Background: an optimization exercise with open tools, aiming at small area and few clock cycles. Do not read the settings as production practice. Function was checked by simulation only, so behaviour that the tests miss may differ from the original. Power figures rest on the tool's default switching activity, not on a simulated workload.

## sierra
// byte_stream_find_replace
module byte_stream_find_replace (
  input  logic        clk,
  input  logic        rst,
  input  logic        text_valid,
  output logic        text_ready,
  input  logic [7:0]  text_byte,
  input  logic        text_last,
  output logic        result_valid,
  input  logic        result_ready,
  output logic [7:0]  result_byte,
  output logic        result_byte_valid,
  output logic        result_string_end,
  output logic        result_run_end,
  input  logic        cfg_valid,
  output logic        cfg_ready,
  input  logic [2:0]  cfg_index,
  input  logic [63:0] cfg_data
);
For scale: roughly 690 cells after synthesis, about 9800 um2 of cells after synthesis.
==> module bsfr_out_buf, before the edit <==
module bsfr_out_buf (
  input  logic               clk,
  input  logic               rst,
  input  logic               accept,      
  input  logic [7:0]         rem_load,    
  input  logic [7:0]         wrem_load,   
  input  logic               bare_load,   
  input  logic               last,        
  input  logic [7:0][7:0]    hist,        
  input  logic [7:0][7:0]    word,
  input  logic               word_set,    
  output logic               more,        
  output logic               top_busy,    
  output logic               result_valid,
  input  logic               result_ready,
  output logic [7:0]         result_byte,
  output logic               result_byte_valid,
  output logic               result_string_end,
  output logic               result_run_end
);
  logic [7:0] rem;
  logic [7:0] wrem;
  logic       bare;
  logic       slast;
  logic [7:0] rem_pop;
  logic [7:0] wrem_pop;
  logic [7:0] rem_base;
  logic [7:0] wrem_base;
  logic [7:0] ssel;
  logic [7:0] wsel;
  logic       pop;
  always_comb begin
    for (int i = 0; i < 8; i++) begin
      rem_pop[i]  = rem[i] && (i < 7 ? rem[i+1] : 1'b0);
      wrem_pop[i] = wrem[i] && (i > 0 ? wrem[i-1] : 1'b0);
      ssel[i]     = rem[i] && !(i < 7 ? rem[i+1] : 1'b0);
      wsel[i]     = word_set && wrem[i] && !(i > 0 ? wrem[i-1] : 1'b0);
    end
    result_byte = '0;
    for (int i = 0; i < 8; i++) begin
      result_byte = result_byte | (hist[i] & {8{ssel[i]}}) | (word[i] & {8{wsel[i]}});
    end
  end
  assign result_valid      = (|rem) || (|wrem) || bare;
  assign result_run_end    = !(|rem_pop) && !(|wrem_pop);
  assign result_string_end = slast && result_run_end;
  assign result_byte_valid = !bare;
  assign pop       = result_valid && result_ready;
  assign more      = result_valid && !(result_run_end && result_ready);
  assign top_busy  = rem[7] && !pop;
  assign rem_base  = pop ? rem_pop : rem;
  assign wrem_base = pop ? wrem_pop : wrem;
  always_ff @(posedge clk) begin
    if (rst) begin
      rem  <= '0;
      wrem <= '0;
      bare <= 1'b0;
    end else if (accept) begin
      rem  <= {rem_base[6:0], 1'b0} | rem_load;
      wrem <= wrem_base | wrem_load;
      bare <= (bare && !pop) || bare_load;
    end else if (pop) begin
      rem  <= rem_pop;
      wrem <= wrem_pop;
      bare <= 1'b0;
    end
  end
  always_ff @(posedge clk) begin
    if (accept && !more) begin
      slast <= last;
    end
  end
endmodule
==> module byte_stream_find_replace, before the edit <==
module byte_stream_find_replace (
  input  logic        clk,
  input  logic        rst,
  input  logic        text_valid,
  output logic        text_ready,
  input  logic [7:0]  text_byte,
  input  logic        text_last,
  output logic        result_valid,
  input  logic        result_ready,
  output logic [7:0]  result_byte,
  output logic        result_byte_valid,
  output logic        result_string_end,
  output logic        result_run_end,
  input  logic        cfg_valid,
  output logic        cfg_ready,
  input  logic [2:0]  cfg_index,
  input  logic [63:0] cfg_data
);
  logic              replace_mode;
  logic [7:0][7:0]   pattern_bytes;
  logic [3:0]        pattern_len;
  logic [7:0][7:0]   word_bytes;
  logic [3:0]        word_len;
  logic [7:0][7:0]   hist;       
  logic [6:0]        occ;        
  logic [6:0]        d;          
  logic [7:0]        eq;
  logic [7:0]        pm;         
  logic [7:0]        poh;        
  logic [7:0]        wm;         
  logic [7:0]        occ_app;
  logic [7:0]        dn;
  logic              strm;
  logic              full;
  logic              match;
  logic              hit;
  logic              grow;
  logic              more;
  logic              top_busy;
  logic              accept;
  logic [7:0]        rem_load;
  logic [7:0]        wrem_load;
  logic              bare_load;
  logic [6:0]        occ_next;
  logic [6:0]        d_next;
  logic              pat_set;    
  logic              word_set;   
  logic              eqz;
  assign eqz = (text_byte == 8'h00);
  always_comb begin
    for (int i = 0; i < 8; i++) begin
      eq[i] = pat_set ? (text_byte == pattern_bytes[i]) : eqz;
      pm[i] = pattern_len[3] || (pattern_len[2:0] > 3'(i));
      wm[i] = word_len[3] || (word_len[2:0] > 3'(i));
    end
    for (int i = 0; i < 8; i++) begin
      poh[i] = pm[i] && !(i < 7 ? pm[i+1] : 1'b0);
    end
    occ_app = {occ, 1'b1};
    dn      = {d & eq[7:1], eq[0]};
    strm    = (replace_mode == bsfr_pkg::MODE_STRING) && pm[0];
    full    = |(occ_app & poh);
    match   = |(dn & poh);
    hit     = |(eq & pm);
    grow    = strm && !full && !text_last;
  end
  always_comb begin
    rem_load  = '0;
    wrem_load = '0;
    bare_load = 1'b0;
    occ_next  = '0;
    d_next    = '0;
    if (strm) begin
      if (match) begin
        wrem_load = wm;
        bare_load = text_last && !wm[0];
      end else if (full) begin
        rem_load = text_last ? occ_app : poh;
        if (!text_last) begin
          occ_next = occ;
          d_next   = dn[6:0];
        end
      end else if (text_last) begin
        rem_load = occ_app;
      end else begin
        occ_next = occ_app[6:0];
        d_next   = dn[6:0];
      end
    end else if (replace_mode == bsfr_pkg::MODE_TOKEN && hit) begin
      wrem_load = wm;
      bare_load = text_last && !wm[0];
    end else begin
      rem_load = 8'b1;
    end
  end
  assign text_ready = !more || (grow && !top_busy);
  assign accept     = text_valid && text_ready;
  assign cfg_ready  = 1'b1;
  bsfr_out_buf u_out_buf (
    .clk               (clk),
    .rst               (rst),
    .accept            (accept),
    .rem_load          (rem_load),
    .wrem_load         (wrem_load),
    .bare_load         (bare_load),
    .last              (text_last),
    .hist              (hist),
    .word              (word_bytes),
    .word_set          (word_set),
    .more              (more),
    .top_busy          (top_busy),
    .result_valid      (result_valid),
    .result_ready      (result_ready),
    .result_byte       (result_byte),
    .result_byte_valid (result_byte_valid),
    .result_string_end (result_string_end),
    .result_run_end    (result_run_end)
  );
  always_ff @(posedge clk) begin
    if (cfg_valid && cfg_index == bsfr_pkg::REG_PATTERN_BYTES) begin
      pattern_bytes <= cfg_data;
    end
    if (cfg_valid && cfg_index == bsfr_pkg::REG_WORD_BYTES) begin
      word_bytes <= cfg_data;
    end
  end
  always_ff @(posedge clk) begin
    if (rst) begin
      pat_set  <= 1'b0;
      word_set <= 1'b0;
    end else if (cfg_valid) begin
      if (cfg_index == bsfr_pkg::REG_PATTERN_BYTES) pat_set  <= 1'b1;
      if (cfg_index == bsfr_pkg::REG_WORD_BYTES)    word_set <= 1'b1;
    end
  end
  always_ff @(posedge clk) begin
    if (rst) begin
      replace_mode <= bsfr_pkg::MODE_TOKEN;
      pattern_len  <= '0;
      word_len     <= '0;
      occ          <= '0;
      d            <= '0;
    end else begin
      if (accept) begin
        occ <= occ_next;
        d   <= d_next;
      end
      if (cfg_valid) begin
        unique case (cfg_index)
          bsfr_pkg::REG_REPLACE_MODE: begin
            replace_mode <= cfg_data[0];
            occ          <= '0;
            d            <= '0;
          end
          bsfr_pkg::REG_PATTERN_LEN: begin
            pattern_len <= cfg_data[3:0];
            occ         <= '0;
            d           <= '0;
          end
          bsfr_pkg::REG_WORD_LEN: word_len <= cfg_data[3:0];
          default: ;
        endcase
      end
    end
  end
  always_ff @(posedge clk) begin
    if (accept) begin
      hist <= {hist[6:0], text_byte};
    end
  end
endmodule
Settings: LEC_CHECK=0, CAP_MARGIN=20, CORE_MARGIN=2, CORE_UTILIZATION=40, SLEW_MARGIN=20; clock period 6.0 ns.
run.sh (not shown) runs the stock make flow with config.mk's settings and CLKGATE_MAP_FILE= SYNTH_SCRIPT=/design/flow/synth_recipe.tcl, a recipe that flattens the netlist after the stock synthesis.
Testbench counts of sierra, summed over its fixed seeds: cycles 43,086.
Edits applied to the flow inputs when going from sierra to indigo:
--- a/flow/design.v
+++ b/flow/design.v
@@ -20,5 +20,4 @@
   input  logic [7:0][7:0]    hist,        
   input  logic [7:0][7:0]    word,
-  input  logic               word_set,    
   output logic               more,        
   output logic               top_busy,    
@@ -46,5 +45,5 @@
       wrem_pop[i] = wrem[i] && (i > 0 ? wrem[i-1] : 1'b0);
       ssel[i]     = rem[i] && !(i < 7 ? rem[i+1] : 1'b0);
-      wsel[i]     = word_set && wrem[i] && !(i > 0 ? wrem[i-1] : 1'b0);
+      wsel[i]     = wrem[i] && !(i > 0 ? wrem[i-1] : 1'b0);
     end
     result_byte = '0;
@@ -128,11 +127,8 @@
   logic [6:0]        occ_next;
   logic [6:0]        d_next;
-  logic              pat_set;    
-  logic              word_set;   
-  logic              eqz;
-  assign eqz = (text_byte == 8'h00);
+  logic [63:0]       cfg_d;
   always_comb begin
     for (int i = 0; i < 8; i++) begin
-      eq[i] = pat_set ? (text_byte == pattern_bytes[i]) : eqz;
+      eq[i] = (text_byte == pattern_bytes[i]);
       pm[i] = pattern_len[3] || (pattern_len[2:0] > 3'(i));
       wm[i] = word_len[3] || (word_len[2:0] > 3'(i));
@@ -191,5 +187,4 @@
     .hist              (hist),
     .word              (word_bytes),
-    .word_set          (word_set),
     .more              (more),
     .top_busy          (top_busy),
@@ -201,19 +196,11 @@
     .result_run_end    (result_run_end)
   );
-  always_ff @(posedge clk) begin
-    if (cfg_valid && cfg_index == bsfr_pkg::REG_PATTERN_BYTES) begin
-      pattern_bytes <= cfg_data;
-    end
-    if (cfg_valid && cfg_index == bsfr_pkg::REG_WORD_BYTES) begin
-      word_bytes <= cfg_data;
-    end
-  end
-  always_ff @(posedge clk) begin
-    if (rst) begin
-      pat_set  <= 1'b0;
-      word_set <= 1'b0;
-    end else if (cfg_valid) begin
-      if (cfg_index == bsfr_pkg::REG_PATTERN_BYTES) pat_set  <= 1'b1;
-      if (cfg_index == bsfr_pkg::REG_WORD_BYTES)    word_set <= 1'b1;
+  assign cfg_d = cfg_data & {64{!rst}};
+  always_ff @(posedge clk) begin
+    if (rst || (cfg_valid && cfg_index == bsfr_pkg::REG_PATTERN_BYTES)) begin
+      pattern_bytes <= cfg_d;
+    end
+    if (rst || (cfg_valid && cfg_index == bsfr_pkg::REG_WORD_BYTES)) begin
+      word_bytes <= cfg_d;
     end
   end
### Flow results
indigo | stages: all done | timing, DRC, antenna: all pass. Changes observed in indigo relative to sierra: sequential fraction of design power now sits higher; minimum clock period after layout now sits higher. The lower clock distribution area overhead in the final layout came out of indigo. On multiplexer area fraction after synthesis, the lower figure sits with indigo, not sierra. Looking at synthesized netlist net count, indigo sits above sierra. Diff sierra -> indigo: count of cells along the worst register-to-register path now sits higher; clock power now sits lower; power now sits lower; internal power contribution now sits lower. Number of buffers added by the clock tree synthesis step (lower): indigo. Worst setup slack ended up 0.10 ns lower on indigo than on sierra. Summary of the comparison: global-route usage over all layers is lower in indigo, relative to sierra. Wire length of the first global-routing pass in indigo is 190 um below sierra. Die area delta (indigo − sierra): unfavourable.
Testbench counts of indigo, summed over its fixed seeds: cycles 43,086.

static timing again, ports no longer ideal:
Ports are ideal in the flow. The routed layouts listed here were re-timed in OpenROAD. Step 1 assumes that a clkbuf_16 drives the clock port and a buf_2 every other input. Step 2, shift: input delay + t, output delay - t, t = (earliest + latest rising clock arrival at the registers) / 2. This alone moves slack from input paths to output paths. Three values: ideal, step 1, step 2; two values: the first two.
run	t, ns	setup slack, ns	worst hold slack (ns)	slew at the worst register clock pin (ns)	worst slew at a driven data input, ns
sierra	0.570	1.550 / 1.521 / 1.481	0.448 / 0.448 / 0.448	0.07 / 0.07	0.05
indigo	0.571	1.449 / 1.400 / 1.671	0.453 / 0.453 / 0.453	0.06 / 0.06	0.07
After both steps every run listed still meets setup and hold. The setup slack of sierra, which loses most, moves by -0.029 ns with the drivers and by -0.069 ns with both steps.
